This design comes from an exercise in tuning for small area, a short achievable clock period and few clock cycles per item on the open sky130 flow, not from production work.
At most, simulation tests tie the RTL to the original design; equivalence was not proved.
No driver is modelled on the clock port, so clocking that relies on it looks cheaper here than on a real chip.
Power figures rest on the tool's default switching activity, not on a simulated workload.

// rotating_page_wear_leveler
module rotating_page_wear_leveler #(
    parameter int PAGES               = 8,
    parameter int CONTAINERS_PER_PAGE = 4,
    parameter int CONTAINER_BYTES     = 16
) (
    input  logic              clk,
    input  logic              rst_n,
    input  logic              start,
    input  rpwl_pkg::cmd_t    cmd,
    output logic              busy,
    output logic              strobe,
    output rpwl_pkg::result_t result
);
For scale: ~1600 cells after synthesis, roughly 710 flip-flops, roughly 27000 um^2 of cells after synthesis.
export LEC_CHECK = 0
export CAP_MARGIN = 20
export CORE_MARGIN = 2
export CORE_UTILIZATION = 40
export SETUP_SLACK_MARGIN = 4.5
export SLEW_MARGIN = 20
export SYNTH_MEMORY_MAX_BITS = 8192
create_clock -name core_clock -period 8.0 [get_ports {clk}]
run.sh (not shown) runs the stock make flow with config.mk's settings and CLKGATE_MAP_FILE= SYNTH_SCRIPT=/design/flow/synth_recipe.tcl, a recipe that flattens the netlist after the stock synthesis.
The first run completed with no timing, DRC or antenna violations.
Next try:
Settings changed: SETUP_SLACK_MARGIN 4.5 to 5.0.
Effect:
- wire length is higher by 5.1%
- area after synthesis is unchanged
- sequential power stays flat
- global-route usage is higher by 1.1 points
- clock power is lower by 8.1%
- power is higher by 2.0%
Function was not checked in any run of this note: the RTL went through the layout flow alone.

* * *

## job 3369
The RTL this note starts from:
==> flow/design.v <==
package rpwl_pkg;
    localparam logic [1:0] MODE_LOAD   = 2'd0;
    localparam logic [1:0] MODE_COMMIT = 2'd1;
    localparam logic [1:0] MODE_READ   = 2'd2;
    localparam logic [1:0] MODE_CLEAR  = 2'd3;
    localparam logic [7:0] ERASED_BYTE = 8'hFF;
    typedef struct packed {
        logic [1:0] mode;
        logic [1:0] container_index;
        logic [3:0] byte_offset;
        logic [7:0] data_in;
    } cmd_t;
    typedef struct packed {
        logic [7:0] data_out;
        logic [2:0] page_slot;
        logic       last;
    } result_t;
endpackage
module rpwl_ram #(
    parameter int DEPTH = 512,
    parameter int AW    = 9
) (
    input  logic          clk,
    input  logic          we,
    input  logic [AW-1:0] waddr,
    input  logic [7:0]    wdata,
    input  logic          re,
    input  logic [AW-1:0] raddr,
    output logic [7:0]    rdata
);
    logic [7:0] mem [DEPTH];
    logic [7:0] rdata_reg;
    always_ff @(posedge clk)
    begin
        if (we)
        begin
            mem[waddr] <= wdata;
        end
        if (re)
        begin
            rdata_reg <= mem[raddr];
        end
    end
    assign rdata = rdata_reg;
endmodule
module rotating_page_wear_leveler #(
    parameter int PAGES               = 8,
    parameter int CONTAINERS_PER_PAGE = 4,
    parameter int CONTAINER_BYTES     = 16
) (
    input  logic              clk,
    input  logic              rst_n,
    input  logic              start,
    input  rpwl_pkg::cmd_t    cmd,
    output logic              busy,
    output logic              strobe,
    output rpwl_pkg::result_t result
);
    localparam int PW  = $clog2(PAGES);
    localparam int BIW = $clog2(CONTAINER_BYTES);
    localparam int CIW = $clog2(CONTAINERS_PER_PAGE);
    logic [7:0] page [CONTAINERS_PER_PAGE][CONTAINER_BYTES];
    logic [7:0] stg  [CONTAINER_BYTES];
    logic [CONTAINERS_PER_PAGE-1:0] cval_reg;
    logic [CONTAINERS_PER_PAGE-1:0] cwe_reg;
    logic [PW-1:0]                  tgt_reg;
    logic [PW-1:0]                  src_reg;
    logic                           rd_reg;
    logic                           busy_reg;
    logic [CONTAINER_BYTES-1:0]     pos_reg;
    logic [CONTAINERS_PER_PAGE-1:0] rsel_reg;
    logic [7:0]                     nb_reg;
    logic [CONTAINER_BYTES-1:0]     wq_we_reg;
    logic                           wq_clr_reg;
    logic [7:0]                     wq_data_reg;
    logic                           strobe_reg;
    rpwl_pkg::result_t              result_reg;
    logic           accept, acc_load, acc_commit, acc_read, acc_clear;
    logic [7:0]     byte0, byte1, stream_byte;
    logic [7:0]     cand0 [CONTAINERS_PER_PAGE];
    logic [7:0]     cand1 [CONTAINERS_PER_PAGE];
    assign accept     = start && !rd_reg;
    assign acc_load   = accept && (cmd.mode == rpwl_pkg::MODE_LOAD);
    assign acc_commit = accept && (cmd.mode == rpwl_pkg::MODE_COMMIT);
    assign acc_read   = accept && (cmd.mode == rpwl_pkg::MODE_READ);
    assign acc_clear  = accept && (cmd.mode == rpwl_pkg::MODE_CLEAR);
    always_comb
    begin
        for (int k = 0; k < CONTAINERS_PER_PAGE; k++)
        begin
            if (cwe_reg[k])
            begin
                cand0[k] = stg[0];
                cand1[k] = stg[1];
            end
            else if (cval_reg[k])
            begin
                cand0[k] = page[k][0];
                cand1[k] = page[k][1];
            end
            else
            begin
                cand0[k] = rpwl_pkg::ERASED_BYTE;
                cand1[k] = rpwl_pkg::ERASED_BYTE;
            end
        end
    end
    assign byte0 = cand0[cmd.container_index];
    assign byte1 = cand1[cmd.container_index];
    always_comb
    begin
        stream_byte = ((cval_reg & rsel_reg) == '0) ? rpwl_pkg::ERASED_BYTE : 8'h00;
        for (int k = 0; k < CONTAINERS_PER_PAGE; k++)
        begin
            for (int b = 0; b < CONTAINER_BYTES; b++)
            begin
                if (rsel_reg[k] && pos_reg[b])
                begin
                    stream_byte = stream_byte | page[k][b];
                end
            end
        end
    end
    always_ff @(posedge clk or negedge rst_n)
    begin
        if (!rst_n)
        begin
            cval_reg    <= '0;
            cwe_reg     <= '0;
            tgt_reg     <= '0;
            src_reg     <= PW'(PAGES - 1);
            rd_reg      <= 1'b0;
            busy_reg    <= 1'b0;
            wq_we_reg   <= '0;
            wq_clr_reg  <= 1'b1;
            strobe_reg  <= 1'b0;
        end
        else
        begin
            cval_reg   <= cval_reg | cwe_reg;
            cwe_reg    <= '0;
            wq_we_reg  <= '0;
            wq_clr_reg <= acc_clear;
            strobe_reg <= acc_commit || acc_read || rd_reg;
            busy_reg   <= acc_read || (rd_reg && !pos_reg[0]);
            if (acc_load)
            begin
                wq_we_reg[cmd.byte_offset] <= 1'b1;
            end
            if (acc_commit)
            begin
                cwe_reg[cmd.container_index] <= 1'b1;
                tgt_reg    <= tgt_reg + PW'(1);
                src_reg    <= tgt_reg;
            end
            if (acc_read)
            begin
                rd_reg       <= 1'b1;
                wq_we_reg[0] <= 1'b1;
            end
            if (rd_reg)
            begin
                wq_we_reg <= {pos_reg[0], pos_reg[CONTAINER_BYTES-1:1]};
                if (pos_reg[0])
                begin
                    rd_reg   <= 1'b0;
                end
            end
        end
    end
    always_ff @(posedge clk)
    begin
        if (rd_reg)
        begin
            pos_reg     <= {pos_reg[CONTAINER_BYTES-2:0], pos_reg[CONTAINER_BYTES-1]};
            result_reg  <= {nb_reg, src_reg, pos_reg[0]};
            wq_data_reg <= nb_reg;
            nb_reg      <= stream_byte;
        end
        else
        begin
            result_reg  <= cmd.mode[1] ? {byte0, src_reg, 1'b0} : {8'h00, tgt_reg, 1'b1};
            wq_data_reg <= cmd.mode[1] ? byte0 : cmd.data_in;
            nb_reg      <= byte1;
            pos_reg     <= CONTAINER_BYTES'(4);
            rsel_reg    <= CONTAINERS_PER_PAGE'(1) << cmd.container_index;
        end
        for (int b = 0; b < CONTAINER_BYTES; b++)
        begin
            if (wq_clr_reg || wq_we_reg[b])
            begin
                stg[b] <= wq_clr_reg ? 8'h00 : wq_data_reg;
            end
        end
        for (int k = 0; k < CONTAINERS_PER_PAGE; k++)
        begin
            if (cwe_reg[k])
            begin
                for (int b = 0; b < CONTAINER_BYTES; b++)
                begin
                    page[k][b] <= stg[b];
                end
            end
        end
    end
    assign busy   = busy_reg;
    assign strobe = strobe_reg;
    assign result = result_reg;
endmodule
==> flow/config.mk <==
export PLATFORM = sky130hd
export DESIGN_NAME = rotating_page_wear_leveler
export DESIGN_NICKNAME = rotating_page_wear_leveler
export VERILOG_FILES = /design/flow/design.v
export SDC_FILE = /design/flow/constraint.sdc
export NUM_CORES = 4
export LEC_CHECK = 0
export CAP_MARGIN = 20
export CORE_MARGIN = 2
export CORE_UTILIZATION = 40
export CTS_CLUSTER_DIAMETER = 80
export CTS_CLUSTER_SIZE = 30
export SLEW_MARGIN = 20
export SYNTH_MEMORY_MAX_BITS = 8192
==> flow/constraint.sdc <==
create_clock -name core_clock -period 8.0 [get_ports {clk}]
set_input_delay 1.6000 -clock core_clock [delete_from_list [all_inputs] [get_ports {clk}]]
set_output_delay 1.6000 -clock core_clock [all_outputs]
set_load 0.01 [all_outputs]
standard.sh (not shown) runs the stock make flow with config.mk's settings and CLKGATE_MAP_FILE= SYNTH_SCRIPT=/design/flow/synth_recipe.tcl, a recipe that flattens the netlist after the stock synthesis.
==> flow/flow/run.sh <==
#!/bin/bash
set -euo pipefail
bash standard.sh finish SETUP_SLACK_MARGIN=5.6 > layout_make.log 2>&1
Input-level comparison between job 2560 and job 3369:
# job 3369
export LEC_CHECK = 0
export CAP_MARGIN = 20
export CORE_MARGIN = 2
export CORE_UTILIZATION = 40
export CTS_CLUSTER_DIAMETER = 80
export CTS_CLUSTER_SIZE = 30
export SLEW_MARGIN = 20
export SYNTH_MEMORY_MAX_BITS = 8192
create_clock -name core_clock -period 8.0 [get_ports {clk}]
# job 2560
export LEC_CHECK = 0
export CAP_MARGIN = 20
export CORE_MARGIN = 2
export CORE_UTILIZATION = 40
export CTS_CLUSTER_DIAMETER = 100
export CTS_CLUSTER_SIZE = 26
export SLEW_MARGIN = 20
export SYNTH_MEMORY_MAX_BITS = 8192
create_clock -name core_clock -period 8.0 [get_ports {clk}]
Findings:
Status: routing usage on met1 parity (job 3369, job 2560). Between job 3369 and job 2560, the critical path depth does not differ in any meaningful way. Routed wire length delta (job 2560 − job 3369): favourable. Re total negative slack: no difference whatsoever between job 2560 and job 3369. Job 2560 against job 3369: synthesis-to-layout area growth moved down; non-clock buffer count went up by 4.7%; proportion of power drawn by combinational gates picked up an extra 1.1 points; ratio of final minimum period to clock period increased by 0.15 points relative to the old numbers; power moved down. The design area of job 2560 falls short of that of job 3369 by 1.0%.
Function was not checked in any run of this note: the RTL went through the layout flow alone.

* * *

Another version of the RTL of rotating_page_wear_leveler (not shown whole).
For scale: about 1,700 cells after synthesis, ~710 flip-flops, about 27,000 um2 of cells after synthesis.
Settings: LEC_CHECK=0, CAP_MARGIN=20, CORE_MARGIN=2, CORE_UTILIZATION=40, CTS_CLUSTER_DIAMETER=60, CTS_CLUSTER_SIZE=20, SETUP_SLACK_MARGIN=5.0, SLEW_MARGIN=20, SYNTH_MEMORY_MAX_BITS=8192; clock period 8.0 ns.
run.sh (not shown) runs the stock make flow with config.mk's settings and CLKGATE_MAP_FILE= SYNTH_SCRIPT=/design/flow/synth_recipe.tcl, a recipe that flattens the netlist after the stock synthesis.
Stock flow here: none of the scripts above is used.
The first run produced a clean layout.
Rerun with:
--- a/flow/config.mk
+++ b/flow/config.mk
@@ -11,2 +11,2 @@
-export CTS_CLUSTER_DIAMETER = 60
-export CTS_CLUSTER_SIZE = 20
+export CTS_BUF_LIST = sky130_fd_sc_hd__clkbuf_8
+export CTS_CLUSTER_SIZE = 24
Result: Hold slack hardly moves; synthesized area stays the same; utilization rose by 0.59 points; critical path depth went down by 1; wire length grows by 0.46%; total power came out higher by 3.6%; count of clock-buffer cells in the layout climbs by 62; final cell count came out higher by 4.1%; combinational power falls by about 5%.
Rerun with:
--- a/flow/config.mk
+++ b/flow/config.mk
@@ -11,2 +10,0 @@
-export CTS_BUF_LIST = sky130_fd_sc_hd__clkbuf_8
-export CTS_CLUSTER_SIZE = 24
Outcome: Utilization barely changes. Hold slack hardly moves. Total power came out higher by 1.2%.
No run of this note included a check of the RTL's function; only the layout flow was run.

* * *

Another version of the RTL of rotating_page_wear_leveler (not shown whole).
Size in the first run: roughly 710 flip-flops, about 33 I/O pins.
export LEC_CHECK = 0
export CAP_MARGIN = 20
export CORE_MARGIN = 2
export CORE_UTILIZATION = 55
export CTS_CLUSTER_DIAMETER = 100
export CTS_CLUSTER_SIZE = 26
export SLEW_MARGIN = 20
export SYNTH_MEMORY_MAX_BITS = 8192
create_clock -name core_clock -period 8.0 [get_ports {clk}]
standard.sh (not shown) runs the stock make flow with config.mk's settings and CLKGATE_MAP_FILE= SYNTH_SCRIPT=/design/flow/synth_recipe.tcl, a recipe that flattens the netlist after the stock synthesis.
Scripts as last shown in full above: flow/flow/run.sh
Testbench counts at the start, summed over its fixed seeds: cycles 23,764, items 12,000.
==> next run, changes <==
==> flow/flow/run.sh (replaced) <==
#!/bin/bash
set -euo pipefail
bash standard.sh cts SETUP_SLACK_MARGIN=5.6 > layout_make_cts.log 2>&1
openroad -no_init -exit flow/shorten_clock.tcl > shorten_clock.log 2>&1
bash standard.sh finish SETUP_SLACK_MARGIN=5.6 > layout_make_finish.log 2>&1
==> flow/flow/shorten_clock.tcl (new file) <==
# Remove the root buffer of the clock tree: its loads, the branch buffers,
# move to the clock port's net.
set r orfs/results/sky130hd/rotating_page_wear_leveler/base
read_db $r/4_cts.odb
set block [ord::get_db_block]
set root [$block findInst clkbuf_0_clk]
set rootnet [[$root findITerm X] getNet]
set clknet [[$root findITerm A] getNet]
set moved 0
foreach it [$rootnet getITerms] {
  if {[[$it getInst] getName] eq [$root getName]} { continue }
  $it disconnect
  $it connect $clknet
  incr moved
}
puts "moving $moved loads of [$rootnet getName] to [$clknet getName]"
odb::dbInst_destroy $root
odb::dbNet_destroy $rootnet
set n 0
foreach it [$clknet getITerms] { incr n }
puts "[$clknet getName] now has $n cell pins"
if {$n > 4} { error "clock port would feed $n cell pins" }
write_db $r/4_cts.odb
After rerunning:
- The new run finished with timing, DRC and antenna clean
- worst setup slack gets better by 0.14 ns
- global-route usage stays flat
- total power shrinks slightly
- final cell count stays flat
- clock power hardly moves
- count of clock-buffer cells in the layout is lower by 1
- via count is about the same
- register-to-register slack hardly moves
- die area does not change
- synthesized area is unchanged
- non-clock buffer count increases by 4
==> next run, changes <==
--- a/flow/flow/run.sh
+++ b/flow/flow/run.sh
@@ -1,4 +1,5 @@
 #!/bin/bash
 set -euo pipefail
+R=orfs/results/sky130hd/rotating_page_wear_leveler/base
 bash standard.sh cts SETUP_SLACK_MARGIN=5.6 > layout_make_cts.log 2>&1
 openroad -no_init -exit flow/shorten_clock.tcl > shorten_clock.log 2>&1
==> flow/flow/shorten_clock.tcl (replaced) <==
# Remove the branch stage of the clock tree: the loads of each buffer driven by
# the root clock buffer move to the root buffer's net.
set r orfs/results/sky130hd/rotating_page_wear_leveler/base
read_db $r/4_cts.odb
set block [ord::get_db_block]
set root [$block findInst clkbuf_0_clk]
set rootnet [[$root findITerm X] getNet]
set moved 0
foreach it [$rootnet getITerms] {
  set inst [$it getInst]
  if {[$inst getName] eq [$root getName]} { continue }
  if {![string match "sky130_fd_sc_hd__clkbuf_*" [[$inst getMaster] getName]]} { continue }
  set outnet [[$inst findITerm X] getNet]
  foreach lit [$outnet getITerms] {
    if {[[$lit getInst] getName] eq [$inst getName]} { continue }
    $lit disconnect
    $lit connect $rootnet
    incr moved
  }
  puts "removing [$inst getName]"
  odb::dbInst_destroy $inst
  odb::dbNet_destroy $outnet
}
puts "moved $moved loads to [$rootnet getName]"
write_db $r/4_cts.odb
The new run produced a clean layout.
Clock-buffer cell count came out lower by 1.
First-iteration DRC count went down by 2.4%.
Die area does not change.
Global-route usage increases by 0.83 points.
Fmax went down by 6.3%.
==> next run, changes <==
==> flow/flow/run.sh (replaced) <==
#!/bin/bash
set -euo pipefail
bash standard.sh finish SETUP_SLACK_MARGIN=5.5 > layout_make.log 2>&1
CORE_UTILIZATION = 70   (was 55)
removed: flow/flow/shorten_clock.tcl
Outcome: The changed run produced a clean layout. Count of clock-buffer cells in the layout is lower by 10. Routed wire length is lower by a few percent. Core utilization is higher by 17 points. Cell count is lower by a few percent. Setup slack gains 0.018 ns. Sequential cell count stays the same. Synthesized cell count does not change.

* * *

Another version of the RTL of rotating_page_wear_leveler (not shown whole).
For scale: about 1400 cells after synthesis, ~710 flip-flops, about 25000 µm² of cells after synthesis.
export LEC_CHECK = 0
export CAP_MARGIN = 20
export CORE_MARGIN = 2
export CORE_UTILIZATION = 55
export CTS_CLUSTER_DIAMETER = 100
export CTS_CLUSTER_SIZE = 26
export SLEW_MARGIN = 20
export SYNTH_MEMORY_MAX_BITS = 8192
create_clock -name core_clock -period 8.0 [get_ports {clk}]
==> flow/flow/run.sh <==
#!/bin/bash
set -euo pipefail
bash standard.sh finish SETUP_SLACK_MARGIN=5.8 > layout_make.log 2>&1
The first run passed the timing, DRC and antenna checks.
Testbench counts at the start, summed over its fixed seeds: cycles 23,764, items 12,000.
Next try:
==> flow/flow/run.sh (replaced) <==
#!/bin/bash
set -euo pipefail
bash standard.sh finish SETUP_SLACK_MARGIN=5.6 > layout_make.log 2>&1
- CORE_UTILIZATION: 55 -> 40
Result:
- worst hold slack stays flat
- die area increases by 37%
- critical path depth is unchanged
- global-route usage came out lower by 8.6 points
- area after synthesis does not change
- core utilization went down by 18 points
- worst setup slack is better by 0.010 ns

-- what the ideal ports hide --
In the flow no input, the clock included, has a driving cell. The finished layouts below were timed again as built, in two steps. Step 1, drivers: a clkbuf_16 drives clk and a buf_2 each remaining input, both assumed. Step 2 moves the port delays by t, midway between the first and last clock arrival at a register: inputs arrive t later, outputs are due t later. That takes back most of the time a late clock gives input paths. Three values: no drivers, after step 1, after step 2; two values: the first two.
run	t (ns)	setup slack, ns	clock arrival spread, ns
the first run of note 1	0.678	4.426 / 4.426 / 4.006	0.021 / 0.021
the second run of note 1	0.678	4.846 / 4.846 / 4.438	0.039 / 0.038
job 3369	0.641	5.281 / 5.227 / 5.023	0.035 / 0.035
job 2560	0.665	5.269 / 5.217 / 5.006	0.015 / 0.015
the first run of note 3	0.685	4.989 / 4.989 / 4.548	0.036 / 0.036
the second run of note 3	0.797	4.982 / 4.982 / 4.310	0.032 / 0.032
the third run of note 3	0.686	5.035 / 5.035 / 4.582	0.028 / 0.027
the first run of note 4	0.673	5.282 / 5.220 / 4.977	0.023 / 0.023
the second run of note 4	0.547	5.424 / 5.347 / 5.167	0.025 / 0.024
the third run of note 4	0.704	5.251 / 5.191 / 4.973	0.029 / 0.030
the fourth run of note 4	0.672	5.269 / 5.209 / 4.906	0.028 / 0.028
the first run of note 5	0.669	5.260 / 5.205 / 5.181	0.032 / 0.033
the second run of note 5	0.674	5.271 / 5.213 / 5.080	0.034 / 0.034
After both steps setup and hold are still met in every run listed. For the second run of note 3, which loses most, drivers alone change the setup slack by 0.000 ns; drivers and shift together by -0.672 ns.
